Context: an optimization exercise on an open-source flow, tuned for small area, a short achievable clock period and few clock cycles per item. The choices shown serve that exercise and are no tape-out recipe.

## fjord
Design fp_div_top, start of the top module:
module fp_div_top
(
    input  wire logic                        clk,
    input  wire logic                        reset,
    input  wire logic                        in_valid,
    input  wire logic [8+23:0] a,
    input  wire logic [8+23:0] b,
    output logic                             out_valid,
    output logic [8+23:0]     result,
    output logic                             exception,
    output logic                             overflow,
    output logic                             underflow
);
    localparam int NST = 12;
    localparam int R   = 1;
    logic                  st_valid  [0:NST];
    logic                  st_sign   [0:NST];
    logic [8-1:0]  st_a_exp;
    logic [8-1:0]  st_b_exp;
    logic                  st_exc;
    logic                  st_zero;
    fp_div_pkg::exp_t      st_exp_lo;
    logic [8:0]    st_ecode  [0:NST];
    logic [23-1:0]  st_b_frac [0:NST];
    fp_div_pkg::rem_t      st_s      [0:NST];
    fp_div_pkg::rem_t      st_c      [0:NST];
    fp_div_pkg::dig_t      st_qs     [0:NST];
    fp_div_pkg::dig_t      st_q1     [0:NST];
    fp_div_pkg::dig_t      st_q2     [0:NST];
    logic                  q1_two;
    logic [7:0]            est;
  ...
Size in the first run: ~3600 cells after synthesis, ~1200 flip-flops, roughly 100 I/O pins, ~0.043 sq mm of cells after synthesis.
==> flow/config.mk <==
export PLATFORM = sky130hd
export DESIGN_NAME = fp_div_top
export DESIGN_NICKNAME = fp_div_top
export VERILOG_FILES = /design/flow/design.v
export SDC_FILE = /design/flow/constraint.sdc
export NUM_CORES = 4
export LEC_CHECK = 0
export CAP_MARGIN = 20
export CORE_MARGIN = 2
export CORE_UTILIZATION = 40
export CTS_CLUSTER_DIAMETER = 150
export CTS_CLUSTER_SIZE = 26
export SLEW_MARGIN = 20
==> flow/constraint.sdc <==
create_clock -name core_clock -period 15.0 [get_ports {clk}]
set_input_delay 3.0000 -clock core_clock [delete_from_list [all_inputs] [get_ports {clk}]]
set_output_delay 3.0000 -clock core_clock [all_outputs]
set_load 0.01 [all_outputs]
standard.sh (not shown) runs the stock make flow with config.mk's settings and CLKGATE_MAP_FILE= SYNTH_SCRIPT=/design/flow/synth_recipe.tcl, a recipe that flattens the netlist after the stock synthesis.
==> flow/flow/run.sh <==
#!/bin/bash
# Standard synthesis, then the standard layout with repair_timing aiming for
# extra setup slack (the SDC and the clock period are unchanged), and the
# smallest buffer on each port.
set -euo pipefail
bash standard.sh synth > synth.log 2>&1
bash standard.sh SETUP_SLACK_MARGIN=10.9 "BUFFER_PORTS_ARGS=-buffer_cell sky130_fd_sc_hd__buf_1" finish > layout.log 2>&1
Both conditions hold for fjord: the flow ran to the end and the final layout passed the timing, DRC and antenna checks.
For yarrow, these inputs were changed with respect to fjord:
- CORE_UTILIZATION: 40 -> 60
- PLACE_DENSITY: unset -> 0.72
--- a/flow/flow/run.sh
+++ b/flow/flow/run.sh
@@ -7 +7 @@
-bash standard.sh SETUP_SLACK_MARGIN=10.9 "BUFFER_PORTS_ARGS=-buffer_cell sky130_fd_sc_hd__buf_1" finish > layout.log 2>&1
+bash standard.sh SETUP_SLACK_MARGIN=10.8 "BUFFER_PORTS_ARGS=-buffer_cell sky130_fd_sc_hd__buf_1" finish > layout.log 2>&1
Findings:
- Number of global-route vias before repair (yarrow over fjord): decrease, 1.2%
- Comparing fjord and yarrow, the lower routed wire length is on yarrow.
- Routing usage on met2: fjord and yarrow compared, lower one is fjord
- yarrow: starting utilization of the core area higher than fjord
- fjord → yarrow: total area of sequential cells now sits at about the same level; count of clock-buffer cells in the layout decreased by 2.0% relative to the old numbers.
diff inputs: yarrow => willow
- removing PLACE_DENSITY (formerly 0.72)
- changing CORE_UTILIZATION from 60 to 40
- setting ABC_AREA to 1 for the first time
Notes after the runs:
Of willow and yarrow, the higher remaining max-slew budget at the tightest pin belongs to willow.
Against yarrow, willow reports a final hold slack that is higher.
Of willow and yarrow, willow shows the higher final design area excluding fillers, with yarrow below it.
yarrow reached the final stage; the timing, DRC and antenna checks on its layout passed.
willow completed end to end with timing, DRC and antenna clean.
No functional check of the RTL was part of any run of this note.

========
Setup of the baseline:
Another version of the RTL of fp_div_top (not shown whole).
Size in the first run: roughly 4,300 cells after synthesis, ~1,300 flip-flops, roughly 100 I/O pins, roughly 48,000 µm² of cells after synthesis.
==> flow/config.mk <==
export PLATFORM = sky130hd
export DESIGN_NAME = fp_div_top
export DESIGN_NICKNAME = fp_div_top
export VERILOG_FILES = /design/flow/design.v
export SDC_FILE = /design/flow/constraint.sdc
export NUM_CORES = 4
export LEC_CHECK = 0
export CAP_MARGIN = 20
export CORE_MARGIN = 2
export CORE_UTILIZATION = 40
export SLEW_MARGIN = 20
==> flow/constraint.sdc <==
create_clock -name core_clock -period 15.0 [get_ports {clk}]
set_input_delay 3.0000 -clock core_clock [delete_from_list [all_inputs] [get_ports {clk}]]
set_output_delay 3.0000 -clock core_clock [all_outputs]
set_load 0.01 [all_outputs]
==> flow/flow/run.sh <==
#!/bin/bash
# Standard synthesis without the full-adder extraction step (ADDER_MAP_FILE
# empty, so abc maps the adders), then the standard layout.
set -euo pipefail
bash standard.sh ADDER_MAP_FILE= synth > synth.log 2>&1
bash standard.sh ADDER_MAP_FILE= finish > layout.log 2>&1
In summary, the baseline completed successfully, with a layout that passed the timing, DRC and antenna checks.
diff inputs: the baseline => the candidate
==> flow/run.sh (new file) <==
#!/bin/bash
# synth_recipe.tcl (not shown) runs the flow's synth.tcl, then flattens the netlist and writes it again
# the make line also repeats each setting of config.mk as NAME=value (left out here)
make -C /OpenROAD-flow-scripts/flow DESIGN_CONFIG=/design/flow/config.mk WORK_HOME=/design/flow/orfs CLKGATE_MAP_FILE= SYNTH_SCRIPT=/design/flow/synth_recipe.tcl finish
removed: flow/flow/run.sh
removed: flow/standard.sh
--- outcome ---
- From the baseline to the candidate the numbers moved as follows: met2 global-route usage moved down; minimum clock period decreased 0.58 ns; worst setup slack climbed 0.58 ns; number of library cell types mapped by synthesis rose by about 2.3%.
- Any difference in buffering overhead between the candidate and the baseline is small enough to ignore.
- NOTE: sum of met2 wire segment lengths after detailed routing in the candidate exceeds that of the baseline
- [compare] base=the baseline new=the candidate: global-route usage lower.
No run of this note included a check of the RTL's function; only the layout flow was run.

-- separate check: timing with driven ports --
The flow's constraints put no driver on any port. The routed layouts listed below were extracted and timed again, unchanged, in two steps.
Step 1 assumes that a clkbuf_16 drives the clock port and a buf_2 every other input.
Step 2 also shifts input and output timing later by t, the mid clock arrival at the registers, as if the neighbouring blocks saw the same clock.
Three values: ideal, step 1, step 2; two values: the first two.
run | t, ns | setup WS [ns] | slew at the worst register clock pin (ns)
fjord | 0.694 | 10.859 / 10.791 / 10.375 | 0.10 / 0.10
yarrow | 0.683 | 10.831 / 10.769 / 10.259 | 0.10 / 0.10
willow | 0.719 | 10.851 / 10.786 / 10.395 | 0.10 / 0.10
the baseline | 0.770 | 9.346 / 9.387 / 8.616 | 0.07 / 0.07
the candidate | 0.800 | 9.923 / 9.923 / 9.422 | 0.07 / 0.07
After both steps every run listed still meets setup and hold. For the baseline, which loses most, drivers alone change the setup slack by +0.041 ns; drivers and shift together by -0.730 ns.
